Background: an optimization exercise with open tools, aiming at small area, a short achievable clock period and few clock cycles. Do not read the settings as production practice. Function was checked by simulation only, so behaviour that the tests miss may differ from the original.

## flow/design.v (module list and top-level ports; edited modules follow where they fit)
// module mul_unit: 1423 lines
// module bignum_top: 423 lines
module bignum_top
(
    input  logic              i_clk,
    input  logic              i_rst_n,
    input  logic              i_req_valid,
    output logic              o_req_ready,
    input  logic [1:0]        i_req_op,
    input  logic [19:0]       i_req_a_addr,
    input  logic [19:0]       i_req_b_addr,
    input  logic [19:0]       i_req_dst_addr,
    input  logic [7:0]        i_req_a_len,
    input  logic [7:0]        i_req_b_len,
    output logic              o_rsp_valid,
    input  logic              i_rsp_ready,
    output logic [7:0]        o_rsp_len,
    output logic [19:0]       o_mem_addr,
    output logic              o_mem_we,
    output logic [15:0]       o_mem_wdata,
    input  logic [15:0]       i_mem_rdata
);
  // ...
==> flow/run.sh <==
#!/bin/bash
# synth_recipe.tcl (not shown) runs the flow's synth.tcl, then flattens the netlist and writes it again
# the make line also repeats each setting of config.mk as NAME=value (left out here)
make -C /OpenROAD-flow-scripts/flow DESIGN_CONFIG=/design/flow/config.mk WORK_HOME=/design/flow/orfs CLKGATE_MAP_FILE= SYNTH_SCRIPT=/design/flow/synth_recipe.tcl finish
==> flow/config.mk <==
export PLATFORM = sky130hd
export DESIGN_NAME = bignum_top
export DESIGN_NICKNAME = bignum_top
export VERILOG_FILES = /design/flow/design.v
export SDC_FILE = /design/flow/constraint.sdc
export NUM_CORES = 4
export LEC_CHECK = 0
export ABC_CLOCK_PERIOD_IN_PS = 3000
export CAP_MARGIN = 20
export CORE_MARGIN = 5
export CORE_UTILIZATION = 40
export SETUP_SLACK_MARGIN = 5
export SLEW_MARGIN = 20
==> flow/constraint.sdc <==
create_clock -name core_clock -period 9.0 [get_ports {i_clk}]
set_input_delay 1.8000 -clock core_clock [delete_from_list [all_inputs] [get_ports {i_clk}]]
set_output_delay 1.8000 -clock core_clock [all_outputs]
set_load 0.01 [all_outputs]
==> reports/metrics.csv, run 1 <==
metric,value,unit
status,timing/DRC/antenna clean,
seqAreaFraction,28.70,%
synth_top_family_by_area,adder cells,
synth-adder-area-share,18.36,%
cap_violations,0,
grtUsageTotal,25.24,%
avgSynthCellArea,9.345,sq um
clk_pin_slew,0.06,ns
fin_cells,4920,
largest_cell_class,multi-input gates,
ys_ff_latch,404,
crit_path_end_kind,flip-flop,
multi_input_area_share,53.44,%
seq_cells,404,
signal_buffers,280,
dp_cells,4754,
critPathLaunch,m3[0]$_DFF_P_,
fin_area,0.03977,sq mm
cp_top_family,adder cells,
clockRootBuffer,clkbuf_16,
synthesis.area,0.03388,sq mm
finalSetupViolations,0,
rr_endpoint,r1[15]$_DFFE_PP_,
critPathArrivalTime,5.07,ns
yosysWarnings,1,
Testbench counts, summed over its fixed seeds: cycles 11,822.
==> module bignum_top, before the edit <==
module bignum_top
(
    input  logic              i_clk,
    input  logic              i_rst_n,
    input  logic              i_req_valid,
    output logic              o_req_ready,
    input  logic [1:0]        i_req_op,
    input  logic [19:0]       i_req_a_addr,
    input  logic [19:0]       i_req_b_addr,
    input  logic [19:0]       i_req_dst_addr,
    input  logic [7:0]        i_req_a_len,
    input  logic [7:0]        i_req_b_len,
    output logic              o_rsp_valid,
    input  logic              i_rsp_ready,
    output logic [7:0]        o_rsp_len,
    output logic [19:0]       o_mem_addr,
    output logic              o_mem_we,
    output logic [15:0]       o_mem_wdata,
    input  logic [15:0]       i_mem_rdata
);
    typedef enum logic [3:0] {
        S_IDLE,
        S_RESP,
        S_RA,    
        S_RB,    
        S_W,     
        S_BUB,   
        S_TW,    
        S_LB,    
        S_LX,    
        S_IT0,   
        S_IT1,   
        S_IT2,   
        S_FL     
    } state_e;
    state_e      state;
    logic        ready_q;
    logic        rsp_q;
    logic        we_q;
    logic [19:0] addr_q;
    logic [15:0] wdata_q;
    logic [7:0]  rsp_len_q;
    logic        first_q;    
    logic        is_sub;
    logic        is_add;
    logic [19:0] xp, yp, ya, dp, dbase;
    logic        xfirst, yfirst, dfirst;
    logic [7:0]  cnt_a, cnt_b, ylen;
    logic        elem0, was_ra, comp_q, carry_q, tw;
    logic [1:0]  k, lx, fl;
    logic        chunk0, j0;
    logic [15:0] x0, x1, x2;
    logic [15:0] r0, r1, r2;
    logic [15:0] breg, dreg;
    logic [31:0] s_q, c_q;
    logic        v3, f3, l3;
    logic [1:0]  m3;
    logic [15:0] creg;
    assign o_req_ready = ready_q;
    assign o_rsp_valid = rsp_q;
    assign o_rsp_len   = rsp_len_q;
    assign o_mem_addr  = addr_q;
    assign o_mem_we    = we_q;
    assign o_mem_wdata = wdata_q;
    logic        accept;
    logic        swap;
    logic [19:0] xp_inc, yp_inc, dp_inc;
    state_e      n_state;
    logic [19:0] n_addr;
    logic        n_we;
    logic        m1_valid;
    logic [1:0]  m1_slot;
    logic        last_it;
    assign accept = i_req_valid && ready_q;
    assign swap   = (i_req_b_len < i_req_a_len);
    assign xp_inc = xp + 20'd1;
    assign yp_inc = yp + 20'd1;
    assign dp_inc = dp + 20'd1;
    assign last_it = (cnt_b == 8'd1);
    always_comb begin
        n_state = state;
        n_addr  = addr_q;
        n_we    = 1'b0;
        case (state)
            S_IDLE: begin
                if (i_req_valid) begin
                    if (i_req_op[1]) begin
                        n_state = S_LB;
                        n_addr  = swap ? i_req_a_addr : i_req_b_addr;
                    end else begin
                        n_state = S_RA;
                        n_addr  = i_req_a_addr;
                    end
                end
            end
            S_RESP: if (i_rsp_ready) n_state = S_IDLE;
            S_RA: begin
                if (cnt_b != 8'd0) begin
                    n_state = S_RB;
                    n_addr  = yfirst ? yp : yp_inc;
                end else if (!elem0) begin
                    n_state = S_W;
                    n_addr  = dfirst ? dp : dp_inc;
                    n_we    = 1'b1;
                end else if (cnt_a != 8'd1) begin
                    n_state = S_RA;
                    n_addr  = xp_inc;
                end else begin
                    n_state = S_BUB;
                end
            end
            S_RB: begin
                if (!elem0) begin
                    n_state = S_W;
                    n_addr  = dfirst ? dp : dp_inc;
                    n_we    = 1'b1;
                end else if (cnt_a != 8'd0) begin
                    n_state = S_RA;
                    n_addr  = xp_inc;
                end else if (cnt_b != 8'd1) begin
                    n_state = S_RB;
                    n_addr  = yp_inc;
                end else begin
                    n_state = S_BUB;
                end
            end
            S_W: begin
                if (cnt_a != 8'd0) begin
                    n_state = S_RA;
                    n_addr  = xp_inc;
                end else if (cnt_b != 8'd0) begin
                    n_state = S_RB;
                    n_addr  = yp_inc;
                end else begin
                    n_state = S_TW;
                    n_addr  = dp_inc;
                    n_we    = 1'b1;
                end
            end
            S_BUB: begin
                n_state = S_TW;
                n_addr  = dp;
                n_we    = 1'b1;
            end
            S_TW: begin
                if (tw) begin
                    n_state = S_TW;
                    n_addr  = dp_inc;
                    n_we    = 1'b1;
                end else begin
                    n_state = S_RESP;
                end
            end
            S_LB: begin
                n_state = S_LX;
                n_addr  = xfirst ? xp : xp_inc;
            end
            S_LX: begin
                if (lx != 2'd1) begin
                    n_state = S_LX;
                    n_addr  = xp_inc;
                end else begin
                    n_state = S_IT0;
                    n_addr  = dp;
                end
            end
            S_IT0: begin
                n_state = S_IT1;
                n_addr  = dp;
                n_we    = !j0;
            end
            S_IT1: begin
                if (!last_it) begin
                    n_state = S_IT2;
                    n_addr  = yp_inc;
                end else begin
                    n_state = S_FL;
                    n_addr  = dp;
                    n_we    = 1'b1;
                end
            end
            S_IT2: begin
                n_state = S_IT0;
                n_addr  = dp_inc;
            end
            S_FL: begin
                if (fl != 2'd0) begin
                    n_state = S_FL;
                    n_addr  = dp_inc;
                    n_we    = 1'b1;
                end else if (cnt_a != 8'd0) begin
                    n_state = S_LB;
                    n_addr  = ya;
                end else begin
                    n_state = S_RESP;
                end
            end
            default: n_state = S_IDLE;
        endcase
    end
    always_ff @(posedge i_clk or negedge i_rst_n) begin
        if (!i_rst_n) begin
            state   <= S_IDLE;
            ready_q <= 1'b1;
            rsp_q   <= 1'b0;
            we_q    <= 1'b0;
        end else begin
            state   <= n_state;
            ready_q <= (n_state == S_IDLE);
            rsp_q   <= (n_state == S_RESP);
            we_q    <= n_we;
        end
    end
    always_ff @(posedge i_clk) begin
        addr_q  <= n_addr;
        first_q <= accept;
        case (state)
            S_IDLE: begin
                if (i_req_valid) begin
                    is_sub  <= (i_req_op == 2'd1);
                    is_add  <= (i_req_op == 2'd0);
                    elem0   <= 1'b1;
                    xfirst  <= 1'b1;
                    yfirst  <= 1'b1;
                    dfirst  <= 1'b1;
                    chunk0  <= 1'b1;
                    dp      <= i_req_dst_addr;
                    dbase   <= i_req_dst_addr;
                    if (i_req_op[1]) begin
                        xp    <= swap ? i_req_b_addr : i_req_a_addr;
                        ya    <= swap ? i_req_a_addr : i_req_b_addr;
                        yp    <= swap ? i_req_a_addr : i_req_b_addr;
                        cnt_a <= swap ? i_req_b_len : i_req_a_len;
                        ylen  <= swap ? i_req_a_len : i_req_b_len;
                    end else begin
                        xp    <= i_req_a_addr;
                        yp    <= i_req_b_addr;
                        cnt_a <= i_req_a_len;
                        cnt_b <= i_req_b_len;
                    end
                end
            end
            S_RA: begin
                cnt_a <= cnt_a - 8'd1;
                if (cnt_b != 8'd0) begin
                    yp     <= yfirst ? yp : yp_inc;
                    yfirst <= 1'b0;
                end else begin
                    elem0 <= 1'b0;
                    if (!elem0) begin
                        dp     <= dfirst ? dp : dp_inc;
                        dfirst <= 1'b0;
                    end else if (cnt_a != 8'd1) begin
                        xp <= xp_inc;
                    end
                end
            end
            S_RB: begin
                cnt_b <= cnt_b - 8'd1;
                elem0 <= 1'b0;
                if (!elem0) begin
                    dp     <= dfirst ? dp : dp_inc;
                    dfirst <= 1'b0;
                end else if (cnt_a != 8'd0) begin
                    xp <= xp_inc;
                end else if (cnt_b != 8'd1) begin
                    yp <= yp_inc;
                end
            end
            S_W: begin
                if (cnt_a != 8'd0) xp <= xp_inc;
                else if (cnt_b != 8'd0) yp <= yp_inc;
                else begin
                    dp <= dp_inc;
                    tw <= is_add;
                end
            end
            S_BUB: tw <= is_add;
            S_TW: if (tw) begin
                dp <= dp_inc;
                tw <= 1'b0;
            end
            S_LB: begin
                k      <= (cnt_a > 8'd2) ? 2'd3 : cnt_a[1:0];
                lx     <= (cnt_a > 8'd2) ? 2'd3 : cnt_a[1:0];
                cnt_b  <= ylen;
                j0     <= 1'b1;
                xp     <= xfirst ? xp : xp_inc;
                xfirst <= 1'b0;
            end
            S_LX: begin
                cnt_a <= cnt_a - 8'd1;
                dbase <= dbase + 20'd1;
                lx    <= lx - 2'd1;
                if (lx != 2'd1) xp <= xp_inc;
            end
            S_IT0: if (!j0) dp <= dp_inc;
            S_IT1: begin
                if (!last_it) yp <= yp_inc;
                else fl <= k;
            end
            S_IT2: begin
                cnt_b <= cnt_b - 8'd1;
                j0    <= 1'b0;
            end
            S_FL: begin
                if (fl != 2'd0) begin
                    fl <= fl - 2'd1;
                    dp <= dp_inc;
                end else if (cnt_a != 8'd0) begin
                    yp     <= ya;
                    dp     <= dbase;
                    chunk0 <= 1'b0;
                end
            end
            default: ;
        endcase
        if (first_q) begin
            if (state == S_LB) rsp_len_q <= cnt_a + ylen;
            else rsp_len_q <= ((cnt_a > cnt_b) ? cnt_a : cnt_b) + {7'd0, is_add};
        end
    end
    logic [16:0] sum;
    assign sum = {1'b0, dreg} + {1'b0, (is_sub ? ~breg : breg)} + {16'd0, carry_q};
    logic [31:0] ms, mc;
    logic [31:0] acc_r, acc_c;
    logic [31:0] t1s, t1c, t2s, t2c;
    logic [31:0] acc;
    mul_unit i_mul (
        .i_x (x0),
        .i_y (breg),
        .o_s (ms),
        .o_c (mc)
    );
    always_comb begin
        m1_valid = 1'b0;
        m1_slot  = 2'd0;
        case (state)
            S_IT0: begin
                m1_valid = 1'b1;
                m1_slot  = 2'd0;
            end
            S_IT1: begin
                m1_valid = (k != 2'd1);
                m1_slot  = 2'd1;
            end
            S_IT2: begin
                m1_valid = (k == 2'd3);
                m1_slot  = 2'd2;
            end
            S_FL: begin
                m1_valid = (k == 2'd3) && (fl == 2'd3);
                m1_slot  = 2'd2;
            end
            default: ;
        endcase
    end
    always_comb begin
        case (m3)
            2'd0:    acc_r = {16'd0, r0};
            2'd1:    acc_r = {16'd0, r1};
            default: acc_r = {16'd0, r2};
        endcase
        if (f3) acc_r = 32'd0;
        acc_c = {16'd0, (m3 == 2'd0) ? dreg : creg};
        t1s = s_q ^ c_q ^ acc_r;
        t1c = ((s_q & c_q) | (acc_r & (s_q ^ c_q))) << 1;
        t2s = t1s ^ t1c ^ acc_c;
        t2c = ((t1s & t1c) | (acc_c & (t1s ^ t1c))) << 1;
        acc = t2s + t2c;
    end
    always_ff @(posedge i_clk) begin
        s_q <= ms;
        c_q <= mc;
        v3  <= m1_valid;
        m3  <= m1_slot;
        f3  <= j0;
        l3  <= last_it || (state == S_FL);
        if (state == S_LX || m1_valid) begin
            x0 <= (k == 2'd1) ? ((state == S_LX) ? i_mem_rdata : x0) : x1;
            x1 <= (k == 2'd2) ? ((state == S_LX) ? i_mem_rdata : x0) : x2;
            x2 <= (state == S_LX) ? i_mem_rdata : x0;
        end
        case (state)
            S_RA: begin
                dreg <= i_mem_rdata;
                breg <= 16'd0;
            end
            S_RB: begin
                breg <= i_mem_rdata;
                if (!was_ra) dreg <= 16'd0;
            end
            S_LB, S_IT2: breg <= i_mem_rdata;
            S_IT0: dreg <= chunk0 ? 16'd0 : i_mem_rdata;
            default: ;
        endcase
        was_ra <= (state == S_RA);
        comp_q <= ((state == S_RA) && (cnt_b == 8'd0)) || (state == S_RB);
        if (v3) begin
            creg <= acc[31:16];
            if (m3 == 2'd1) r0 <= acc[15:0];
            if (m3 == 2'd2) r1 <= acc[15:0];
            if (m3 == k - 2'd1) begin
                case (m3)
                    2'd0:    r0 <= acc[31:16];
                    2'd1:    r1 <= acc[31:16];
                    default: r2 <= acc[31:16];
                endcase
            end
        end
        if (accept) carry_q <= (i_req_op == 2'd1);
        if (comp_q) begin
            wdata_q <= sum[15:0];
            carry_q <= sum[16];
        end else if (state == S_W || state == S_TW) begin
            wdata_q <= {15'd0, carry_q};
        end else if (v3 && (m3 == 2'd0 || l3)) begin
            wdata_q <= acc[15:0];
        end else if (state == S_FL) begin
            wdata_q <= creg;
        end
    end
endmodule
==> inputs of run 2 (changes only) <==
--- a/flow/design.v
+++ b/flow/design.v
@@ -1,13 +1,14 @@
 module mul_unit (
     input  logic [15:0] i_x,
     input  logic [15:0] i_y,
-    output logic [31:0] o_s,
-    output logic [31:0] o_c
+    output logic [31:0] o_r0,
+    output logic [31:0] o_r1,
+    output logic [31:0] o_r2
 );
     logic p0_0;
     assign p0_0 = i_x[0] & i_y[0];
     logic p0_1;
     assign p0_1 = i_x[0] & i_y[1];
     logic p0_2;
     assign p0_2 = i_x[0] & i_y[2];
     logic p0_3;
@@ -847,70 +848,16 @@
     logic s357;
     logic c358;
     logic s359;
     logic c360;
     logic s361;
     logic c362;
     logic s363;
     logic c364;
-    logic s367;
-    logic c368;
-    logic s369;
-    logic c370;
-    logic s371;
-    logic c372;
-    logic s373;
-    logic c374;
-    logic s375;
-    logic c376;
-    logic s377;
-    logic c378;
-    logic s379;
-    logic c380;
-    logic s381;
-    logic c382;
-    logic s383;
-    logic c384;
-    logic s385;
-    logic c386;
-    logic s387;
-    logic c388;
-    logic s389;
-    logic c390;
-    logic s391;
-    logic c392;
-    logic s393;
-    logic c394;
-    logic s395;
-    logic c396;
-    logic s397;
-    logic c398;
-    logic s399;
-    logic c400;
-    logic s401;
-    logic c402;
-    logic s403;
-    logic c404;
-    logic s405;
-    logic c406;
-    logic s407;
-    logic c408;
-    logic s409;
-    logic c410;
-    logic s411;
-    logic c412;
-    logic s413;
-    logic c414;
-    logic s415;
-    logic c416;
-    logic s417;
-    logic c418;
-    logic s419;
-    logic c420;
     logic s1;
     logic c2;
     logic s5;
     logic c6;
     logic s11;
     logic c12;
     logic s17;
     logic c18;
@@ -929,18 +876,16 @@
     logic s123;
     logic c124;
     logic s221;
     logic c222;
     logic s225;
     logic c226;
     logic s313;
     logic c314;
-    logic s365;
-    logic c366;
     assign s3 = p0_14 ^ p1_13 ^ p2_12;
     assign c4 = (p0_14 & p1_13) | (p2_12 & (p0_14 ^ p1_13));
     assign s7 = p0_15 ^ p1_14 ^ p2_13;
     assign c8 = (p0_15 & p1_14) | (p2_13 & (p0_15 ^ p1_14));
     assign s9 = p3_12 ^ p4_11 ^ p5_10;
     assign c10 = (p3_12 & p4_11) | (p5_10 & (p3_12 ^ p4_11));
     assign s13 = p1_15 ^ p2_14 ^ p3_13;
     assign c14 = (p1_15 & p2_14) | (p3_13 & (p1_15 ^ p2_14));
@@ -1267,70 +1212,16 @@
     assign s357 = c300 ^ c302 ^ s303;
     assign c358 = (c300 & c302) | (s303 & (c300 ^ c302));
     assign s359 = c304 ^ c306 ^ s307;
     assign c360 = (c304 & c306) | (s307 & (c304 ^ c306));
     assign s361 = c308 ^ c310 ^ s311;
     assign c362 = (c308 & c310) | (s311 & (c308 ^ c310));
     assign s363 = c312 ^ p13_15 ^ p14_14;
     assign c364 = (c312 & p13_15) | (p14_14 & (c312 ^ p13_15));
-    assign s367 = s313 ^ p2_1 ^ p3_0;
-    assign c368 = (s313 & p2_1) | (p3_0 & (s313 ^ p2_1));
-    assign s369 = c314 ^ s315 ^ p4_0;
-    assign c370 = (c314 & s315) | (p4_0 & (c314 ^ s315));
-    assign s371 = c316 ^ s317 ^ p5_0;
-    assign c372 = (c316 & s317) | (p5_0 & (c316 ^ s317));
-    assign s373 = c318 ^ s319 ^ s229;
-    assign c374 = (c318 & s319) | (s229 & (c318 ^ s319));
-    assign s375 = c320 ^ s321 ^ s233;
-    assign c376 = (c320 & s321) | (s233 & (c320 ^ s321));
-    assign s377 = c322 ^ s323 ^ s237;
-    assign c378 = (c322 & s323) | (s237 & (c322 ^ s323));
-    assign s379 = c324 ^ s325 ^ s241;
-    assign c380 = (c324 & s325) | (s241 & (c324 ^ s325));
-    assign s381 = c326 ^ s327 ^ s245;
-    assign c382 = (c326 & s327) | (s245 & (c326 ^ s327));
-    assign s383 = c328 ^ s329 ^ s249;
-    assign c384 = (c328 & s329) | (s249 & (c328 ^ s329));
-    assign s385 = c330 ^ s331 ^ s253;
-    assign c386 = (c330 & s331) | (s253 & (c330 ^ s331));
-    assign s387 = c332 ^ s333 ^ s257;
-    assign c388 = (c332 & s333) | (s257 & (c332 ^ s333));
-    assign s389 = c334 ^ s335 ^ s261;
-    assign c390 = (c334 & s335) | (s261 & (c334 ^ s335));
-    assign s391 = c336 ^ s337 ^ s265;
-    assign c392 = (c336 & s337) | (s265 & (c336 ^ s337));
-    assign s393 = c338 ^ s339 ^ s269;
-    assign c394 = (c338 & s339) | (s269 & (c338 ^ s339));
-    assign s395 = c340 ^ s341 ^ s273;
-    assign c396 = (c340 & s341) | (s273 & (c340 ^ s341));
-    assign s397 = c342 ^ s343 ^ s277;
-    assign c398 = (c342 & s343) | (s277 & (c342 ^ s343));
-    assign s399 = c344 ^ s345 ^ s281;
-    assign c400 = (c344 & s345) | (s281 & (c344 ^ s345));
-    assign s401 = c346 ^ s347 ^ s285;
-    assign c402 = (c346 & s347) | (s285 & (c346 ^ s347));
-    assign s403 = c348 ^ s349 ^ s289;
-    assign c404 = (c348 & s349) | (s289 & (c348 ^ s349));
-    assign s405 = c350 ^ s351 ^ s293;
-    assign c406 = (c350 & s351) | (s293 & (c350 ^ s351));
-    assign s407 = c352 ^ s353 ^ s297;
-    assign c408 = (c352 & s353) | (s297 & (c352 ^ s353));
-    assign s409 = c354 ^ s355 ^ s301;
-    assign c410 = (c354 & s355) | (s301 & (c354 ^ s355));
-    assign s411 = c356 ^ s357 ^ s305;
-    assign c412 = (c356 & s357) | (s305 & (c356 ^ s357));
-    assign s413 = c358 ^ s359 ^ s309;
-    assign c414 = (c358 & s359) | (s309 & (c358 ^ s359));
-    assign s415 = c360 ^ s361 ^ p15_12;
-    assign c416 = (c360 & s361) | (p15_12 & (c360 ^ s361));
-    assign s417 = c362 ^ s363 ^ p15_13;
-    assign c418 = (c362 & s363) | (p15_13 & (c362 ^ s363));
-    assign s419 = c364 ^ p14_15 ^ p15_14;
-    assign c420 = (c364 & p14_15) | (p15_14 & (c364 ^ p14_15));
     assign s1 = p0_13 ^ p1_12;
     assign c2 = p0_13 & p1_12;
     assign s5 = p3_11 ^ p4_10;
     assign c6 = p3_11 & p4_10;
     assign s11 = p6_9 ^ p7_8;
     assign c12 = p6_9 & p7_8;
     assign s17 = p7_9 ^ p8_8;
     assign c18 = p7_9 & p8_8;
@@ -1349,82 +1240,112 @@
     assign s123 = p6_2 ^ p7_1;
     assign c124 = p6_2 & p7_1;
     assign s221 = p0_4 ^ p1_3;
     assign c222 = p0_4 & p1_3;
     assign s225 = p3_2 ^ p4_1;
     assign c226 = p3_2 & p4_1;
     assign s313 = p0_3 ^ p1_2;
     assign c314 = p0_3 & p1_2;
-    assign s365 = p0_2 ^ p1_1;
-    assign c366 = p0_2 & p1_1;
-    assign o_s[0] = p0_0;
-    assign o_c[0] = 1'b0;
-    assign o_s[1] = p0_1;
-    assign o_c[1] = p1_0;
-    assign o_s[2] = s365;
-    assign o_c[2] = p2_0;
-    assign o_s[3] = c366;
-    assign o_c[3] = s367;
-    assign o_s[4] = c368;
-    assign o_c[4] = s369;
-    assign o_s[5] = c370;
-    assign o_c[5] = s371;
-    assign o_s[6] = c372;
-    assign o_c[6] = s373;
-    assign o_s[7] = c374;
-    assign o_c[7] = s375;
-    assign o_s[8] = c376;
-    assign o_c[8] = s377;
-    assign o_s[9] = c378;
-    assign o_c[9] = s379;
-    assign o_s[10] = c380;
-    assign o_c[10] = s381;
-    assign o_s[11] = c382;
-    assign o_c[11] = s383;
-    assign o_s[12] = c384;
-    assign o_c[12] = s385;
-    assign o_s[13] = c386;
-    assign o_c[13] = s387;
-    assign o_s[14] = c388;
-    assign o_c[14] = s389;
-    assign o_s[15] = c390;
-    assign o_c[15] = s391;
-    assign o_s[16] = c392;
-    assign o_c[16] = s393;
-    assign o_s[17] = c394;
-    assign o_c[17] = s395;
-    assign o_s[18] = c396;
-    assign o_c[18] = s397;
-    assign o_s[19] = c398;
-    assign o_c[19] = s399;
-    assign o_s[20] = c400;
-    assign o_c[20] = s401;
-    assign o_s[21] = c402;
-    assign o_c[21] = s403;
-    assign o_s[22] = c404;
-    assign o_c[22] = s405;
-    assign o_s[23] = c406;
-    assign o_c[23] = s407;
-    assign o_s[24] = c408;
-    assign o_c[24] = s409;
-    assign o_s[25] = c410;
-    assign o_c[25] = s411;
-    assign o_s[26] = c412;
-    assign o_c[26] = s413;
-    assign o_s[27] = c414;
-    assign o_c[27] = s415;
-    assign o_s[28] = c416;
-    assign o_c[28] = s417;
-    assign o_s[29] = c418;
-    assign o_c[29] = s419;
-    assign o_s[30] = c420;
-    assign o_c[30] = p15_15;
-    assign o_s[31] = 1'b0;
-    assign o_c[31] = 1'b0;
+    assign o_r0[0] = p0_0;
+    assign o_r1[0] = 1'b0;
+    assign o_r2[0] = 1'b0;
+    assign o_r0[1] = p0_1;
+    assign o_r1[1] = p1_0;
+    assign o_r2[1] = 1'b0;
+    assign o_r0[2] = p0_2;
+    assign o_r1[2] = p1_1;
+    assign o_r2[2] = p2_0;
+    assign o_r0[3] = s313;
+    assign o_r1[3] = p2_1;
+    assign o_r2[3] = p3_0;
+    assign o_r0[4] = c314;
+    assign o_r1[4] = s315;
+    assign o_r2[4] = p4_0;
+    assign o_r0[5] = c316;
+    assign o_r1[5] = s317;
+    assign o_r2[5] = p5_0;
+    assign o_r0[6] = c318;
+    assign o_r1[6] = s319;
+    assign o_r2[6] = s229;
+    assign o_r0[7] = c320;
+    assign o_r1[7] = s321;
+    assign o_r2[7] = s233;
+    assign o_r0[8] = c322;
+    assign o_r1[8] = s323;
+    assign o_r2[8] = s237;
+    assign o_r0[9] = c324;
+    assign o_r1[9] = s325;
+    assign o_r2[9] = s241;
+    assign o_r0[10] = c326;
+    assign o_r1[10] = s327;
+    assign o_r2[10] = s245;
+    assign o_r0[11] = c328;
+    assign o_r1[11] = s329;
+    assign o_r2[11] = s249;
+    assign o_r0[12] = c330;
+    assign o_r1[12] = s331;
+    assign o_r2[12] = s253;
+    assign o_r0[13] = c332;
+    assign o_r1[13] = s333;
+    assign o_r2[13] = s257;
+    assign o_r0[14] = c334;
+    assign o_r1[14] = s335;
+    assign o_r2[14] = s261;
+    assign o_r0[15] = c336;
+    assign o_r1[15] = s337;
+    assign o_r2[15] = s265;
+    assign o_r0[16] = c338;
+    assign o_r1[16] = s339;
+    assign o_r2[16] = s269;
+    assign o_r0[17] = c340;
+    assign o_r1[17] = s341;
+    assign o_r2[17] = s273;
+    assign o_r0[18] = c342;
+    assign o_r1[18] = s343;
+    assign o_r2[18] = s277;
+    assign o_r0[19] = c344;
+    assign o_r1[19] = s345;
+    assign o_r2[19] = s281;
+    assign o_r0[20] = c346;
+    assign o_r1[20] = s347;
+    assign o_r2[20] = s285;
+    assign o_r0[21] = c348;
+    assign o_r1[21] = s349;
+    assign o_r2[21] = s289;
+    assign o_r0[22] = c350;
+    assign o_r1[22] = s351;
+    assign o_r2[22] = s293;
+    assign o_r0[23] = c352;
+    assign o_r1[23] = s353;
+    assign o_r2[23] = s297;
+    assign o_r0[24] = c354;
+    assign o_r1[24] = s355;
+    assign o_r2[24] = s301;
+    assign o_r0[25] = c356;
+    assign o_r1[25] = s357;
+    assign o_r2[25] = s305;
+    assign o_r0[26] = c358;
+    assign o_r1[26] = s359;
+    assign o_r2[26] = s309;
+    assign o_r0[27] = c360;
+    assign o_r1[27] = s361;
+    assign o_r2[27] = p15_12;
+    assign o_r0[28] = c362;
+    assign o_r1[28] = s363;
+    assign o_r2[28] = p15_13;
+    assign o_r0[29] = c364;
+    assign o_r1[29] = p14_15;
+    assign o_r2[29] = p15_14;
+    assign o_r0[30] = p15_15;
+    assign o_r1[30] = 1'b0;
+    assign o_r2[30] = 1'b0;
+    assign o_r0[31] = 1'b0;
+    assign o_r1[31] = 1'b0;
+    assign o_r2[31] = 1'b0;
 endmodule
 module bignum_top
 (
     input  logic              i_clk,
     input  logic              i_rst_n,
     input  logic              i_req_valid,
     output logic              o_req_ready,
     input  logic [1:0]        i_req_op,
@@ -1470,41 +1391,46 @@
     logic        xfirst, yfirst, dfirst;
     logic [7:0]  cnt_a, cnt_b, ylen;
     logic        elem0, was_ra, comp_q, carry_q, tw;
     logic [1:0]  k, lx, fl;
     logic        chunk0, j0;
     logic [15:0] x0, x1, x2;
     logic [15:0] r0, r1, r2;
     logic [15:0] breg, dreg;
-    logic [31:0] s_q, c_q;
-    logic        v3, f3, l3;
-    logic [1:0]  m3;
+    logic [31:0] q0, q1, q2, p_q;
+    logic        v2, f2, l2, v3, l3;
+    logic [1:0]  m2, m3;
+    logic        swap_q, last_q;
     logic [15:0] creg;
     assign o_req_ready = ready_q;
     assign o_rsp_valid = rsp_q;
     assign o_rsp_len   = rsp_len_q;
     assign o_mem_addr  = addr_q;
     assign o_mem_we    = we_q;
     assign o_mem_wdata = wdata_q;
     logic        accept;
     logic        swap;
     logic [19:0] xp_inc, yp_inc, dp_inc;
     state_e      n_state;
     logic [19:0] n_addr;
     logic        n_we;
     logic        m1_valid;
     logic [1:0]  m1_slot;
-    logic        last_it;
+    logic [19:0] x_base, y_base;
+    logic [7:0]  x_len, y_len;
     assign accept = i_req_valid && ready_q;
     assign swap   = (i_req_b_len < i_req_a_len);
     assign xp_inc = xp + 20'd1;
     assign yp_inc = yp + 20'd1;
     assign dp_inc = dp + 20'd1;
-    assign last_it = (cnt_b == 8'd1);
+    assign x_base = (xfirst && swap_q) ? ya : xp;
+    assign y_base = (xfirst && swap_q) ? xp : ya;
+    assign x_len  = (xfirst && swap_q) ? ylen : cnt_a;
+    assign y_len  = (xfirst && swap_q) ? cnt_a : ylen;
     always_comb begin
         n_state = state;
         n_addr  = addr_q;
         n_we    = 1'b0;
         case (state)
             S_IDLE: begin
                 if (i_req_valid) begin
                     if (i_req_op[1]) begin
@@ -1571,45 +1497,39 @@
                     n_addr  = dp_inc;
                     n_we    = 1'b1;
                 end else begin
                     n_state = S_RESP;
                 end
             end
             S_LB: begin
                 n_state = S_LX;
-                n_addr  = xfirst ? xp : xp_inc;
+                n_addr  = xfirst ? x_base : xp_inc;
             end
             S_LX: begin
                 if (lx != 2'd1) begin
                     n_state = S_LX;
                     n_addr  = xp_inc;
                 end else begin
                     n_state = S_IT0;
                     n_addr  = dp;
                 end
             end
             S_IT0: begin
                 n_state = S_IT1;
-                n_addr  = dp;
-                n_we    = !j0;
+                n_addr  = j0 ? dp : dp_inc;
             end
             S_IT1: begin
-                if (!last_it) begin
-                    n_state = S_IT2;
-                    n_addr  = yp_inc;
-                end else begin
-                    n_state = S_FL;
-                    n_addr  = dp;
-                    n_we    = 1'b1;
-                end
+                n_state = S_IT2;
+                n_addr  = yp_inc;
             end
             S_IT2: begin
-                n_state = S_IT0;
-                n_addr  = dp_inc;
+                n_state = last_q ? S_FL : S_IT0;
+                n_addr  = dp;
+                n_we    = 1'b1;
             end
             S_FL: begin
                 if (fl != 2'd0) begin
                     n_state = S_FL;
                     n_addr  = dp_inc;
                     n_we    = 1'b1;
                 end else if (cnt_a != 8'd0) begin
                     n_state = S_LB;
@@ -1644,28 +1564,23 @@
                     is_add  <= (i_req_op == 2'd0);
                     elem0   <= 1'b1;
                     xfirst  <= 1'b1;
                     yfirst  <= 1'b1;
                     dfirst  <= 1'b1;
                     chunk0  <= 1'b1;
                     dp      <= i_req_dst_addr;
                     dbase   <= i_req_dst_addr;
-                    if (i_req_op[1]) begin
-                        xp    <= swap ? i_req_b_addr : i_req_a_addr;
-                        ya    <= swap ? i_req_a_addr : i_req_b_addr;
-                        yp    <= swap ? i_req_a_addr : i_req_b_addr;
-                        cnt_a <= swap ? i_req_b_len : i_req_a_len;
-                        ylen  <= swap ? i_req_a_len : i_req_b_len;
-                    end else begin
-                        xp    <= i_req_a_addr;
-                        yp    <= i_req_b_addr;
-                        cnt_a <= i_req_a_len;
-                        cnt_b <= i_req_b_len;
-                    end
+                    xp      <= i_req_a_addr;
+                    yp      <= i_req_b_addr;
+                    ya      <= i_req_b_addr;
+                    cnt_a   <= i_req_a_len;
+                    cnt_b   <= i_req_b_len;
+                    ylen    <= i_req_b_len;
+                    swap_q  <= (i_req_b_len < i_req_a_len);
                 end
             end
             S_RA: begin
                 cnt_a <= cnt_a - 8'd1;
                 if (cnt_b != 8'd0) begin
                     yp     <= yfirst ? yp : yp_inc;
                     yfirst <= 1'b0;
                 end else begin
@@ -1699,37 +1614,41 @@
                 end
             end
             S_BUB: tw <= is_add;
             S_TW: if (tw) begin
                 dp <= dp_inc;
                 tw <= 1'b0;
             end
             S_LB: begin
-                k      <= (cnt_a > 8'd2) ? 2'd3 : cnt_a[1:0];
-                lx     <= (cnt_a > 8'd2) ? 2'd3 : cnt_a[1:0];
-                cnt_b  <= ylen;
+                k      <= (x_len > 8'd2) ? 2'd3 : x_len[1:0];
+                lx     <= (x_len > 8'd2) ? 2'd3 : x_len[1:0];
+                cnt_a  <= x_len;
+                ylen   <= y_len;
+                cnt_b  <= y_len;
+                last_q <= (y_len == 8'd1);
+                ya     <= y_base;
+                yp     <= y_base;
                 j0     <= 1'b1;
-                xp     <= xfirst ? xp : xp_inc;
+                xp     <= xfirst ? x_base : xp_inc;
                 xfirst <= 1'b0;
             end
             S_LX: begin
                 cnt_a <= cnt_a - 8'd1;
                 dbase <= dbase + 20'd1;
                 lx    <= lx - 2'd1;
                 if (lx != 2'd1) xp <= xp_inc;
             end
             S_IT0: if (!j0) dp <= dp_inc;
-            S_IT1: begin
-                if (!last_it) yp <= yp_inc;
-                else fl <= k;
-            end
+            S_IT1: yp <= yp_inc;
             S_IT2: begin
-                cnt_b <= cnt_b - 8'd1;
-                j0    <= 1'b0;
+                cnt_b  <= cnt_b - 8'd1;
+                last_q <= (cnt_b == 8'd2);
+                j0     <= 1'b0;
+                fl     <= k;
             end
             S_FL: begin
                 if (fl != 2'd0) begin
                     fl <= fl - 2'd1;
                     dp <= dp_inc;
                 end else if (cnt_a != 8'd0) begin
                     yp     <= ya;
                     dp     <= dbase;
@@ -1740,25 +1659,27 @@
         endcase
         if (first_q) begin
             if (state == S_LB) rsp_len_q <= cnt_a + ylen;
             else rsp_len_q <= ((cnt_a > cnt_b) ? cnt_a : cnt_b) + {7'd0, is_add};
         end
     end
     logic [16:0] sum;
     assign sum = {1'b0, dreg} + {1'b0, (is_sub ? ~breg : breg)} + {16'd0, carry_q};
-    logic [31:0] ms, mc;
-    logic [31:0] acc_r, acc_c;
+    logic [31:0] mr0, mr1, mr2;
+    logic [31:0] m2_r;
     logic [31:0] t1s, t1c, t2s, t2c;
-    logic [31:0] acc;
+    logic [16:0] lo;
+    logic [15:0] hi;
     mul_unit i_mul (
-        .i_x (x0),
-        .i_y (breg),
-        .o_s (ms),
-        .o_c (mc)
+        .i_x  (x0),
+        .i_y  (breg),
+        .o_r0 (mr0),
+        .o_r1 (mr1),
+        .o_r2 (mr2)
     );
     always_comb begin
         m1_valid = 1'b0;
         m1_slot  = 2'd0;
         case (state)
             S_IT0: begin
                 m1_valid = 1'b1;
                 m1_slot  = 2'd0;
@@ -1766,81 +1687,82 @@
             S_IT1: begin
                 m1_valid = (k != 2'd1);
                 m1_slot  = 2'd1;
             end
             S_IT2: begin
                 m1_valid = (k == 2'd3);
                 m1_slot  = 2'd2;
             end
-            S_FL: begin
-                m1_valid = (k == 2'd3) && (fl == 2'd3);
-                m1_slot  = 2'd2;
-            end
             default: ;
         endcase
     end
     always_comb begin
-        case (m3)
-            2'd0:    acc_r = {16'd0, r0};
-            2'd1:    acc_r = {16'd0, r1};
-            default: acc_r = {16'd0, r2};
+        case (m2)
+            2'd0:    m2_r = {16'd0, r0};
+            2'd1:    m2_r = {16'd0, r1};
+            default: m2_r = {16'd0, r2};
         endcase
-        if (f3) acc_r = 32'd0;
-        acc_c = {16'd0, (m3 == 2'd0) ? dreg : creg};
-        t1s = s_q ^ c_q ^ acc_r;
-        t1c = ((s_q & c_q) | (acc_r & (s_q ^ c_q))) << 1;
-        t2s = t1s ^ t1c ^ acc_c;
-        t2c = ((t1s & t1c) | (acc_c & (t1s ^ t1c))) << 1;
-        acc = t2s + t2c;
+        if (f2) m2_r = 32'd0;
+        t1s = q0 ^ q1 ^ q2;
+        t1c = ((q0 & q1) | (q2 & (q0 ^ q1))) << 1;
+        t2s = t1s ^ t1c ^ m2_r;
+        t2c = ((t1s & t1c) | (m2_r & (t1s ^ t1c))) << 1;
     end
+    assign lo = {1'b0, p_q[15:0]} + {1'b0, creg};
+    assign hi = lo[16] ? (p_q[31:16] + 16'd1) : p_q[31:16];
     always_ff @(posedge i_clk) begin
-        s_q <= ms;
-        c_q <= mc;
-        v3  <= m1_valid;
-        m3  <= m1_slot;
-        f3  <= j0;
-        l3  <= last_it || (state == S_FL);
+        q0  <= mr0;
+        q1  <= mr1;
+        q2  <= mr2;
+        v2  <= m1_valid;
+        m2  <= m1_slot;
+        f2  <= j0;
+        l2  <= last_q;
+        p_q <= t2s + t2c;
+        v3  <= v2;
+        m3  <= m2;
+        l3  <= l2;
         if (state == S_LX || m1_valid) begin
             x0 <= (k == 2'd1) ? ((state == S_LX) ? i_mem_rdata : x0) : x1;
             x1 <= (k == 2'd2) ? ((state == S_LX) ? i_mem_rdata : x0) : x2;
             x2 <= (state == S_LX) ? i_mem_rdata : x0;
         end
         case (state)
             S_RA: begin
                 dreg <= i_mem_rdata;
                 breg <= 16'd0;
             end
             S_RB: begin
                 breg <= i_mem_rdata;
                 if (!was_ra) dreg <= 16'd0;
             end
             S_LB, S_IT2: breg <= i_mem_rdata;
-            S_IT0: dreg <= chunk0 ? 16'd0 : i_mem_rdata;
             default: ;
         endcase
         was_ra <= (state == S_RA);
         comp_q <= ((state == S_RA) && (cnt_b == 8'd0)) || (state == S_RB);
+        if (state == S_IT1) creg <= chunk0 ? 16'd0 : i_mem_rdata;
+        else if (v3) creg <= hi;
         if (v3) begin
-            creg <= acc[31:16];
-            if (m3 == 2'd1) r0 <= acc[15:0];
-            if (m3 == 2'd2) r1 <= acc[15:0];
+            if (m3 == 2'd1) r0 <= lo[15:0];
+            if (m3 == 2'd2) r1 <= lo[15:0];
             if (m3 == k - 2'd1) begin
                 case (m3)
-                    2'd0:    r0 <= acc[31:16];
-                    2'd1:    r1 <= acc[31:16];
-                    default: r2 <= acc[31:16];
+                    2'd0:    r0 <= hi;
+                    2'd1:    r1 <= hi;
+                    default: r2 <= hi;
                 endcase
             end
         end
         if (accept) carry_q <= (i_req_op == 2'd1);
         if (comp_q) begin
             wdata_q <= sum[15:0];
             carry_q <= sum[16];
         end else if (state == S_W || state == S_TW) begin
             wdata_q <= {15'd0, carry_q};
         end else if (v3 && (m3 == 2'd0 || l3)) begin
-            wdata_q <= acc[15:0];
+            wdata_q <= lo[15:0];
         end else if (state == S_FL) begin
             wdata_q <= creg;
         end
     end
 endmodule
==> reports/metrics.csv, run 2 <==
metric,value,unit,change
die_y,311.3,um,
critPathMaxFanout,10,,
syn_nets,4362,,
synth-simple-area-share,17.96,%,
initial_core_util,40.35,%,
dp_cells,5056,,+6.4%
area_growth,13.22,%,
fillers,8696,,
finalSetupViolations,0,,unchanged
critPathArrivalTime,4.32,ns,-0.75 ns
clock-sinks,469,,
rows,110,,
synthesis.area,0.03632,sq mm,+7.2%
cp_slowest_cell,edfxtp_1,,
tns,0,ns,
first_iter_violations,3543,,
yosys.area_share.xor_xnor,5.330,%,
drt-vias-per-instance,5.966,,
vias,30960,,
layout_common_cells,"nand2_1 (341), inv_1 (332), edfxtp_1 (330)",,
status,timing/DRC/antenna clean,,
clk_path_buf_depth,3,,
clockRootBuffer,clkbuf_16,,
cts_tree,yes,,
clock.fmax,252.7,MHz,
worst_ep_required_time,9.36,ns,
cap_violations,0,,unchanged
ys_top_cells_by_count,"nand2_1 (342), inv_1 (333), edfxtp_1 (330), nor2_1 (294), and2_1 (256)",,
port_buffers,144,,
syn_inst,3916,,
path_class,reg2reg,,
routed_wl,134500,um,
yosysSeqAreaShare,35.05,%,
final-max-slew-violation-count,0,,
drive_gt1_share,6.509,%,
yosys-top-cells-area,"edfxtp_1 (27%), fa_1 (12%), dfxtp_1 (7.3%)",,
antenna_found_initial,8,,
top_regs,"p_q: 32 flops, q0: 31 flops, q1: 29 flops",,
fin_skew,0.02400,ns,
post-route-min-period,3.958,ns,
cp-start-kind,flip-flop,,
cpPeakStageDelay,0.64,ns,
synthMuxAreaShare,3.156,%,
ys_ff_latch,469,,+16%
cp_cell_sequence,ha_1 > nand2_1 > nor4_4 > nand2_1 > xnor2_1 > o21ai_0 > o32ai_1 > a21oi_1 > o211ai_1,,
ys.flop_type,edfxtp_1,,
remaining_drc_errors,0,,
gp_congestion,0.9679,,
synthArstFlopShare,1.493,%,
rsz0062_at_grt,true,,
grtUsageTotal,26.69,%,+1.5 points
synth-adder-area-share,16.43,%,-1.9 points
wl_per_cell,25.92,um,
crit_top_cell,nand2_1,,
min_period_over_period,43.97,%,
io_pins,145,,
clk_latency,0.67,ns,
ys_types,97,,
cts_made_buffers,58,,
synth_top_area_cell,edfxtp_1,,
antenna_left,0,,
grt_pass1_vias,29390,,
die_w,311.3,um,
synth_top_family_by_area,simple AND/OR/NAND/NOR gates,,
crit_path_end_kind,flip-flop,,
hold_viol,0,,
die-area,0.09692,sq mm,
hpwl,100000,um,
yosysMostFrequentCell,nand2_1,,
cts_max_level,2,,
avgSynthCellArea,9.274,sq um,-0.76%
layout.nets,4407,,
largest_register_ffs,32,,
synth_edf_count,330,,
overflow,0,,
top_register,p_q,,
grt_pass1_wl,198100,um,
synth_compound_area_share,15.81,%,
grt_max_degree,51,,
clk_pin_slew,0.06,ns,about the same
yosysWarnings,1,,unchanged
firstDrtPassIters,6,,
layout_commonest_cell,nand2_1,,
core_area,0.09001,sq mm,
hold_class,reg2reg,,
max_slew.worst_pin.slew,1.062,ns,
yosys.area.top_type_share,27.28,%,
fin_cells,5190,,+5.5%
max_slew_margin,28.57,%,
-- run 2: area by class of cell --
type                    instances  area [sq um]  area share [%]
well taps                    1176          1471           3.578
clock inverters                30         432.9           1.053
inverters                     337          1269           3.086
diodes                          4         10.01         0.02434
repair buffers                229          2126           5.170
clock buffers                  79          1613           3.922
flip-flops and latches        469         12740           30.98
multi-input cells            2866         21460           52.19
-- run 2: path summary, 6_finish.rpt --
path	startpoint	depth (start not counted)	end	slack, ns
worst max-delay path	dp[0]$_DFFE_PP_	9	addr_q[18]$_DFFE_PP_	5.04
worst min-delay path	v2$_DFF_P_	0	v3$_DFF_P_	0.33
worst max register to register	dp[0]$_DFFE_PP_	9	addr_q[18]$_DFFE_PP_	5.04
worst min register to register	v2$_DFF_P_	0	v3$_DFF_P_	0.33
max in group asynchronous	i_rst_n	1	ready_q$_DFF_PN1_	7.22
min in group asynchronous	i_rst_n	1	we_q$_DFF_PN0_	1.44
-- run 2: kinds of logic after synthesis --
logic type | count (synthesis)
AO/OA/AOI/OAI | 896
XOR/XNOR | 221
adder cells (fa/ha/maj) | 348
buffers and inverters | 581
flip-flops | 469
multiplexers | 114
AND/OR/NAND/NOR | 1287
-- run 2: repair_timing --
item / 4_1_cts / 5_1_grt
hold buffers: 0 / 0
setup buffers: 3 / 17
setup endpoints to repair: 35 / 42
resized for setup: 9 / 22
pin swaps: 0 / 4
gates cloned: 0 / 1
-- run 2: routing by layer --
| metal | vias to the layer above | part of all wire [%] | global-route usage (%) |
|---|---|---|---|
| met1 | 15260 | 43 | 39.10 |
| met2 | 1651 | 43 | 39.79 |
| met4 | 2 | 3.8 | 9.048 |
| met5 | - | 0.0097 | 0 |
| met3 | 253 | 9.7 | 4.971 |
| li1 | 13800 | - | - |
-- run 2: critical path, delay by kind of cell (launching register included) --
kind                       cells  cell delay [ns]
xor gates and xnor gates       1             0.23
and+or+nand+nor                3             1.16
DFF                            1             0.64
AOI/OAI and AO/OA              4             1.11
adders and majority gates      1             0.51
-- run 2: per-stage QoR --
step / utilization (%) / area, sq um / setup slack, ns / hold WS [ns]
4_1_cts: 45.39 / 40850 / 5.005 / 0.3304
3_5_place_dp: 43.06 / 38760 / 4.224 / 0.3164
6_report: 45.68 / 41120 / 5.042 / 0.3302
2_1_floorplan: - / 36330 / 5.082 / 0.3096
3_3_place_gp: 43.06 / 38760 / 4.294 / 0.3099
5_1_grt: 45.68 / 41110 / 4.921 / 0.3410
Testbench counts of run 2, summed over its fixed seeds: cycles 12,022.
==> inputs of run 3 (changes only) <==
--- a/flow/design.v
+++ b/flow/design.v
@@ -1378,4 +1378,6 @@
         S_FL     
     } state_e;
+    localparam logic [1:0] B_A = 2'd0, B_B = 2'd1, B_D = 2'd2;
+    localparam logic [1:0] O_X = 2'd0, O_Y = 2'd1, O_D = 2'd2, O_W = 2'd3;
     state_e      state;
     logic        ready_q;
@@ -1384,14 +1386,12 @@
     logic [19:0] addr_q;
     logic [15:0] wdata_q;
-    logic [7:0]  rsp_len_q;
-    logic        first_q;    
-    logic        is_sub;
-    logic        is_add;
-    logic [19:0] xp, yp, ya, dp, dbase;
-    logic        xfirst, yfirst, dfirst;
+    logic [19:0] base_a, base_b, base_d;
+    logic [7:0]  o_x, o_y, o_d, o_w;    
+    logic        swap_q, mfirst;
+    logic        is_sub, is_add;
     logic [7:0]  cnt_a, cnt_b, ylen;
     logic        elem0, was_ra, comp_q, carry_q, tw;
     logic [1:0]  k, lx, fl;
-    logic        chunk0, j0;
+    logic        chunk0, j0, last_q;
     logic [15:0] x0, x1, x2;
     logic [15:0] r0, r1, r2;
@@ -1400,9 +1400,8 @@
     logic        v2, f2, l2, v3, l3;
     logic [1:0]  m2, m3;
-    logic        swap_q, last_q;
     logic [15:0] creg;
     assign o_req_ready = ready_q;
     assign o_rsp_valid = rsp_q;
-    assign o_rsp_len   = rsp_len_q;
+    assign o_rsp_len   = o_w;       
     assign o_mem_addr  = addr_q;
     assign o_mem_we    = we_q;
@@ -1410,49 +1409,42 @@
     logic        accept;
     logic        swap;
-    logic [19:0] xp_inc, yp_inc, dp_inc;
     state_e      n_state;
-    logic [19:0] n_addr;
     logic        n_we;
+    logic [1:0]  n_bsel, n_osel;
+    logic        n_ozero;
+    logic [19:0] n_base;
+    logic [7:0]  n_off;
+    logic [19:0] n_addr;
+    logic [1:0]  b_x, b_y;
+    logic [7:0]  x_len, y_len;
     logic        m1_valid;
     logic [1:0]  m1_slot;
-    logic [19:0] x_base, y_base;
-    logic [7:0]  x_len, y_len;
     assign accept = i_req_valid && ready_q;
     assign swap   = (i_req_b_len < i_req_a_len);
-    assign xp_inc = xp + 20'd1;
-    assign yp_inc = yp + 20'd1;
-    assign dp_inc = dp + 20'd1;
-    assign x_base = (xfirst && swap_q) ? ya : xp;
-    assign y_base = (xfirst && swap_q) ? xp : ya;
-    assign x_len  = (xfirst && swap_q) ? ylen : cnt_a;
-    assign y_len  = (xfirst && swap_q) ? cnt_a : ylen;
+    assign b_x    = swap_q ? B_B : B_A;
+    assign b_y    = swap_q ? B_A : B_B;
+    assign x_len  = (mfirst && swap_q) ? ylen : cnt_a;
+    assign y_len  = (mfirst && swap_q) ? cnt_a : ylen;
     always_comb begin
         n_state = state;
-        n_addr  = addr_q;
         n_we    = 1'b0;
+        n_bsel  = B_D;
+        n_osel  = O_W;
+        n_ozero = 1'b0;
         case (state)
-            S_IDLE: begin
-                if (i_req_valid) begin
-                    if (i_req_op[1]) begin
-                        n_state = S_LB;
-                        n_addr  = swap ? i_req_a_addr : i_req_b_addr;
-                    end else begin
-                        n_state = S_RA;
-                        n_addr  = i_req_a_addr;
-                    end
-                end
-            end
+            S_IDLE: if (i_req_valid) n_state = i_req_op[1] ? S_LB : S_RA;
             S_RESP: if (i_rsp_ready) n_state = S_IDLE;
             S_RA: begin
                 if (cnt_b != 8'd0) begin
                     n_state = S_RB;
-                    n_addr  = yfirst ? yp : yp_inc;
+                    n_bsel  = B_B;
+                    n_osel  = O_Y;
                 end else if (!elem0) begin
                     n_state = S_W;
-                    n_addr  = dfirst ? dp : dp_inc;
                     n_we    = 1'b1;
                 end else if (cnt_a != 8'd1) begin
                     n_state = S_RA;
-                    n_addr  = xp_inc;
+                    n_bsel  = B_A;
+                    n_osel  = O_X;
                 end else begin
                     n_state = S_BUB;
@@ -1462,12 +1454,13 @@
                 if (!elem0) begin
                     n_state = S_W;
-                    n_addr  = dfirst ? dp : dp_inc;
                     n_we    = 1'b1;
                 end else if (cnt_a != 8'd0) begin
                     n_state = S_RA;
-                    n_addr  = xp_inc;
+                    n_bsel  = B_A;
+                    n_osel  = O_X;
                 end else if (cnt_b != 8'd1) begin
                     n_state = S_RB;
-                    n_addr  = yp_inc;
+                    n_bsel  = B_B;
+                    n_osel  = O_Y;
                 end else begin
                     n_state = S_BUB;
@@ -1477,11 +1470,12 @@
                 if (cnt_a != 8'd0) begin
                     n_state = S_RA;
-                    n_addr  = xp_inc;
+                    n_bsel  = B_A;
+                    n_osel  = O_X;
                 end else if (cnt_b != 8'd0) begin
                     n_state = S_RB;
-                    n_addr  = yp_inc;
+                    n_bsel  = B_B;
+                    n_osel  = O_Y;
                 end else begin
                     n_state = S_TW;
-                    n_addr  = dp_inc;
                     n_we    = 1'b1;
                 end
@@ -1489,5 +1483,4 @@
             S_BUB: begin
                 n_state = S_TW;
-                n_addr  = dp;
                 n_we    = 1'b1;
             end
@@ -1495,5 +1488,4 @@
                 if (tw) begin
                     n_state = S_TW;
-                    n_addr  = dp_inc;
                     n_we    = 1'b1;
                 end else begin
@@ -1503,26 +1495,27 @@
             S_LB: begin
                 n_state = S_LX;
-                n_addr  = xfirst ? x_base : xp_inc;
+                n_bsel  = b_x;
+                n_osel  = O_X;
             end
             S_LX: begin
                 if (lx != 2'd1) begin
                     n_state = S_LX;
-                    n_addr  = xp_inc;
+                    n_bsel  = b_x;
+                    n_osel  = O_X;
                 end else begin
                     n_state = S_IT0;
-                    n_addr  = dp;
                 end
             end
             S_IT0: begin
                 n_state = S_IT1;
-                n_addr  = j0 ? dp : dp_inc;
+                n_osel  = O_D;
             end
             S_IT1: begin
                 n_state = S_IT2;
-                n_addr  = yp_inc;
+                n_bsel  = b_y;
+                n_osel  = O_Y;
             end
             S_IT2: begin
                 n_state = last_q ? S_FL : S_IT0;
-                n_addr  = dp;
                 n_we    = 1'b1;
             end
@@ -1530,9 +1523,9 @@
                 if (fl != 2'd0) begin
                     n_state = S_FL;
-                    n_addr  = dp_inc;
                     n_we    = 1'b1;
                 end else if (cnt_a != 8'd0) begin
                     n_state = S_LB;
-                    n_addr  = ya;
+                    n_bsel  = b_y;
+                    n_ozero = 1'b1;
                 end else begin
                     n_state = S_RESP;
@@ -1542,4 +1535,22 @@
         endcase
     end
+    always_comb begin
+        case (n_bsel)
+            B_A:     n_base = base_a;
+            B_B:     n_base = base_b;
+            default: n_base = base_d;
+        endcase
+        case (n_osel)
+            O_X:     n_off = o_x;
+            O_Y:     n_off = o_y;
+            O_D:     n_off = o_d;
+            default: n_off = o_w;
+        endcase
+        if (n_ozero) n_off = 8'd0;
+        if (state == S_IDLE)
+            n_addr = (i_req_op[1] && !swap) ? i_req_b_addr : i_req_a_addr;
+        else
+            n_addr = n_base + {12'd0, n_off};
+    end
     always_ff @(posedge i_clk or negedge i_rst_n) begin
         if (!i_rst_n) begin
@@ -1556,109 +1567,73 @@
     end
     always_ff @(posedge i_clk) begin
-        addr_q  <= n_addr;
-        first_q <= accept;
-        case (state)
-            S_IDLE: begin
-                if (i_req_valid) begin
-                    is_sub  <= (i_req_op == 2'd1);
-                    is_add  <= (i_req_op == 2'd0);
-                    elem0   <= 1'b1;
-                    xfirst  <= 1'b1;
-                    yfirst  <= 1'b1;
-                    dfirst  <= 1'b1;
-                    chunk0  <= 1'b1;
-                    dp      <= i_req_dst_addr;
-                    dbase   <= i_req_dst_addr;
-                    xp      <= i_req_a_addr;
-                    yp      <= i_req_b_addr;
-                    ya      <= i_req_b_addr;
-                    cnt_a   <= i_req_a_len;
-                    cnt_b   <= i_req_b_len;
-                    ylen    <= i_req_b_len;
-                    swap_q  <= (i_req_b_len < i_req_a_len);
+        addr_q <= n_addr;
+        if (accept) begin
+            base_a <= i_req_a_addr;
+            base_b <= i_req_b_addr;
+            base_d <= i_req_dst_addr;
+            o_x    <= i_req_op[1] ? 8'd0 : 8'd1;
+            o_y    <= i_req_op[1] ? 8'd1 : 8'd0;
+            o_w    <= 8'd0;
+            cnt_a  <= i_req_a_len;
+            cnt_b  <= i_req_b_len;
+            ylen   <= i_req_b_len;
+            swap_q <= swap;
+            is_sub <= (i_req_op == 2'd1);
+            is_add <= (i_req_op == 2'd0);
+            elem0  <= 1'b1;
+            mfirst <= 1'b1;
+            chunk0 <= 1'b1;
+        end else begin
+            if (state != S_IDLE && !n_ozero) begin
+                case (n_osel)
+                    O_X: o_x <= o_x + 8'd1;
+                    O_Y: o_y <= o_y + 8'd1;
+                    O_D: o_d <= o_d + 8'd1;
+                    default: if (n_we) o_w <= o_w + 8'd1;
+                endcase
+            end
+            case (state)
+                S_RA: begin
+                    cnt_a <= cnt_a - 8'd1;
+                    if (cnt_b == 8'd0) elem0 <= 1'b0;
                 end
-            end
-            S_RA: begin
-                cnt_a <= cnt_a - 8'd1;
-                if (cnt_b != 8'd0) begin
-                    yp     <= yfirst ? yp : yp_inc;
-                    yfirst <= 1'b0;
-                end else begin
+                S_RB: begin
+                    cnt_b <= cnt_b - 8'd1;
                     elem0 <= 1'b0;
-                    if (!elem0) begin
-                        dp     <= dfirst ? dp : dp_inc;
-                        dfirst <= 1'b0;
-                    end else if (cnt_a != 8'd1) begin
-                        xp <= xp_inc;
-                    end
                 end
-            end
-            S_RB: begin
-                cnt_b <= cnt_b - 8'd1;
-                elem0 <= 1'b0;
-                if (!elem0) begin
-                    dp     <= dfirst ? dp : dp_inc;
-                    dfirst <= 1'b0;
-                end else if (cnt_a != 8'd0) begin
-                    xp <= xp_inc;
-                end else if (cnt_b != 8'd1) begin
-                    yp <= yp_inc;
-                end
-            end
-            S_W: begin
-                if (cnt_a != 8'd0) xp <= xp_inc;
-                else if (cnt_b != 8'd0) yp <= yp_inc;
-                else begin
-                    dp <= dp_inc;
-                    tw <= is_add;
-                end
-            end
-            S_BUB: tw <= is_add;
-            S_TW: if (tw) begin
-                dp <= dp_inc;
-                tw <= 1'b0;
-            end
-            S_LB: begin
-                k      <= (x_len > 8'd2) ? 2'd3 : x_len[1:0];
-                lx     <= (x_len > 8'd2) ? 2'd3 : x_len[1:0];
-                cnt_a  <= x_len;
-                ylen   <= y_len;
-                cnt_b  <= y_len;
-                last_q <= (y_len == 8'd1);
-                ya     <= y_base;
-                yp     <= y_base;
-                j0     <= 1'b1;
-                xp     <= xfirst ? x_base : xp_inc;
-                xfirst <= 1'b0;
-            end
-            S_LX: begin
-                cnt_a <= cnt_a - 8'd1;
-                dbase <= dbase + 20'd1;
-                lx    <= lx - 2'd1;
-                if (lx != 2'd1) xp <= xp_inc;
-            end
-            S_IT0: if (!j0) dp <= dp_inc;
-            S_IT1: yp <= yp_inc;
-            S_IT2: begin
-                cnt_b  <= cnt_b - 8'd1;
-                last_q <= (cnt_b == 8'd2);
-                j0     <= 1'b0;
-                fl     <= k;
-            end
-            S_FL: begin
-                if (fl != 2'd0) begin
-                    fl <= fl - 2'd1;
-                    dp <= dp_inc;
-                end else if (cnt_a != 8'd0) begin
-                    yp     <= ya;
-                    dp     <= dbase;
-                    chunk0 <= 1'b0;
+                S_W:   if (cnt_a == 8'd0 && cnt_b == 8'd0) tw <= is_add;
+                S_BUB: tw <= is_add;
+                S_TW:  tw <= 1'b0;
+                S_LB: begin
+                    k      <= (x_len > 8'd2) ? 2'd3 : x_len[1:0];
+                    lx     <= (x_len > 8'd2) ? 2'd3 : x_len[1:0];
+                    cnt_a  <= x_len;
+                    ylen   <= y_len;
+                    cnt_b  <= y_len;
+                    last_q <= (y_len == 8'd1);
+                    j0     <= 1'b1;
+                    mfirst <= 1'b0;
+                    o_d    <= o_x;
+                    o_w    <= o_x;
+                end
+                S_LX: begin
+                    cnt_a <= cnt_a - 8'd1;
+                    lx    <= lx - 2'd1;
+                end
+                S_IT2: begin
+                    cnt_b  <= cnt_b - 8'd1;
+                    last_q <= (cnt_b == 8'd2);
+                    j0     <= 1'b0;
+                    fl     <= k;
+                end
+                S_FL: begin
+                    if (fl != 2'd0) fl <= fl - 2'd1;
+                    else begin
+                        o_y    <= 8'd1;
+                        chunk0 <= 1'b0;
+                    end
                 end
-            end
-            default: ;
-        endcase
-        if (first_q) begin
-            if (state == S_LB) rsp_len_q <= cnt_a + ylen;
-            else rsp_len_q <= ((cnt_a > cnt_b) ? cnt_a : cnt_b) + {7'd0, is_add};
+                default: ;
+            endcase
         end
     end
==> reports/metrics.csv, run 3 <==
metric,value,unit,change
avgSynthCellArea,10.64,sq um,+15%
first_iter_violations,1499,,-58%
tns,0,ns,unchanged
clockRootBuffer,clkbuf_16,,
top_regs,"p_q: 32 flops, q0: 31 flops, q1: 29 flops",,
antenna_cells,0,,-4
gp_congestion,0.9231,,-4.6%
critPathMaxFanout,6,,-4
path_class,reg2reg,,
synth_edf_count,273,,-17%
hpwl,58590,um,-41%
initial_core_util,40.37,%,about the same
port_buffers,144,,unchanged
synth_top_area_cell,edfxtp_1,,
wl_per_cell,21.05,um,-19%
firstDrtPassIters,6,,unchanged
layout_commonest_cell,edfxtp_1,,
drt-vias-per-instance,5.471,,-8.3%
hold_viol,0,,unchanged
antenna_left,0,,unchanged
fin_skew,0.04966,ns,+0.02567 ns
io_pins,145,,unchanged
worst_ep_required_time,9.58,ns,+0.22 ns
area_growth,20.27,%,
clk_latency,0.65,ns,-0.02 ns
clock-sinks,450,,-4.1%
yosys-top-cells-area,"edfxtp_1 (28%), fa_1 (15%), dfxtp_1 (12%)",,
grtUsageTotal,20.71,%,-6.0 points
die_y,278.6,um,-11%
regArea,0.01179,sq mm,-7.4%
min_period_over_period,48.33,%,+4.4 points
synthesis.area,0.02886,sq mm,-21%
grt_pass1_wl,127200,um,-36%
vias,21440,,-31%
cap_violations,0,,unchanged
clk_path_buf_depth,3,,unchanged
ys.flop_type,edfxtp_1,,
cts_max_level,2,,unchanged
routed_wl,82480,um,-39%
cts_made_buffers,53,,-8.6%
drive_gt1_share,12.57,%,+6.1 points
post-route-min-period,4.350,ns,+0.3924 ns
die-area,0.07762,sq mm,-20%
ys_ff_latch,450,,-4.1%
rows,98,,-11%
grt_pass1_vias,22120,,-25%
finalSetupViolations,0,,unchanged
layout_common_cells,"edfxtp_1 (273), and2_1 (272), inv_1 (223)",,
critPathArrivalTime,4.93,ns,+0.61 ns
final-max-slew-violation-count,0,,unchanged
max_slew.worst_pin.slew,1.063,ns,+0.001391 ns
die_w,278.6,um,-11%
status,timing/DRC/antenna clean,,
multi_input_area,0.01646,sq mm,-23%
fillers,6402,,-26%
syn_inst,2712,,-31%
holdWs,0.3246,ns,-0.005596 ns
yosysWarnings,1,,unchanged
clock.fmax,229.9,MHz,-9.0%
synthArstFlopShare,1.556,%,+0.063 points
antenna_found_initial,2,,-6
hold_class,reg2reg,,
core_area,0.07149,sq mm,-21%
yosysSeqAreaShare,40.81,%,+5.8 points
crit_path_end_kind,flip-flop,,
overflow,0,,unchanged
top_register,p_q,,
ys_types,102,,+5.2%
ys_top_cells_by_count,"and2_1 (273), edfxtp_1 (273), inv_1 (228), fa_1 (215), nor2_1 (208)",,
clk_pin_slew,0.06,ns,about the same
cp-start-kind,flip-flop,,
rsz0062_at_grt,true,,
largest_register_ffs,32,,unchanged
cts_tree,yes,,
layout.nets,3360,,-24%
cts_hold_buf,0,,unchanged
max_slew_margin,29.13,%,+0.56 points
remaining_drc_errors,0,,unchanged
syn_nets,3149,,-28%
yosys.area.top_type_share,28.41,%,+1.1 points
grt_max_degree,77,,+51%
[run 3: cell families (layout without fill, tap and decap cells)]
group                    count (synthesis)  after routing  synth area share (%)
adder cells (fa/ha/maj)                339            339                 20.29
buffers and inverters                  347            602                 4.661
flip-flops                             450            450                 40.81
multiplexers                            84             84                 2.944
AND/OR/NAND/NOR                        856            857                 15.78
AO/OA/AOI/OAI                          518            518                 11.93
XOR/XNOR                               118            118                 3.581
[run 3: cell type report]
type | instances | area share (%)
Inverter | 230 | 2.498
Clock buffer | 72 | 4.413
Multi-Input combinational cell | 1916 | 47.42
Sequential cell | 450 | 33.98
Clock inverter | 28 | 1.082
Timing Repair Buffer | 272 | 7.178
Tap cell | 950 | 3.425
[run 3: critical path: stages (launching register included)]
cell and delay, ns:
edfxtp_1 0.41, or4_4 0.60, buf_12 0.16, o41ai_4 0.43
a32oi_4 0.12, and2_4 0.23, nand2_8 0.06, buf_4 0.14
o21a_1 0.14, inv_1 0.07, fa_2 0.37, nor2b_2 0.13
o21ai_2 0.08, buf_4 0.13, buf_4 0.12, buf_4 0.12
buf_4 0.12, buf_4 0.12, buf_4 0.12, buf_4 0.12
nand2_1 0.06, nor2_1 0.04, nor2_1 0.16, nor2_1 0.07
a21oi_1 0.14
[run 3: path summary, 6_finish.rpt]
check,start,end,slack [ns],depth (start not counted)
max,cnt_a[4]$_DFFE_PP_,addr_q[4]$_DFF_P_,4.65,24
min,l2$_DFF_P_,l3$_DFF_P_,0.32,0
max reg2reg,cnt_a[4]$_DFFE_PP_,addr_q[4]$_DFF_P_,4.65,24
min reg2reg,l2$_DFF_P_,l3$_DFF_P_,0.32,0
max in group asynchronous,i_rst_n,ready_q$_DFF_PN1_,7.29,1
min in group asynchronous,i_rst_n,state[0]$_DFF_PN0_,1.42,1
[run 3: timing repair]
item                       in CTS  in global routing
resized for setup              85                 63
pin swaps                      41                 31
cloned                          2                  0
setup endpoints to repair      59                 97
setup buffers                  79                 23
[run 3: routing by layer]
layer  track usage [%]  wire, um
met5                 0        13
met4             6.669      2983
met3             2.810      4692
met2             33.45     37860
met1             29.08     36930
[run 3: metrics by stage]
stage	util, %	cell area (sq um)	std cells	worst slack [ns]
global route	48.55	34710	3918	4.413
detailed placement	43.77	31290	3714	3.485
global placement	43.77	31290	3714	3.725
CTS	47.88	34230	3895	4.644
floorplan	-	28940	2712	4.703
finish	48.55	34710	3918	4.650
Testbench counts of run 3, summed over its fixed seeds: cycles 12,022.

separate check: timing with driven ports:
The results above use ideal ports. As a check the final layouts listed here were re-extracted and re-timed, cells and wires unchanged.
Step 1 (the two cells are an assumption about what drives the block):
set clk [get_ports {i_clk}]
set_driving_cell -lib_cell sky130_fd_sc_hd__clkbuf_16 $clk
set_driving_cell -lib_cell sky130_fd_sc_hd__buf_2 [delete_from_list [all_inputs] $clk]
Step 2 also shifts input and output timing later by t, the mid clock arrival at the registers, as if the neighbouring blocks saw the same clock.
Three values: no drivers, after step 1, after step 2; two values: the first two.
run	t, ns	setup slack, ns	worst register clock-pin slew, ns
run 1	0.671	4.283 / 4.283 / 4.283	0.07 / 0.07
run 2	0.724	5.042 / 5.042 / 4.412	0.06 / 0.06
run 3	0.688	4.650 / 4.650 / 4.446	0.07 / 0.07
After both steps setup and hold are still met in every run listed. For run 2, which loses most, drivers alone change the setup slack by 0.000 ns; drivers and shift together by -0.630 ns.
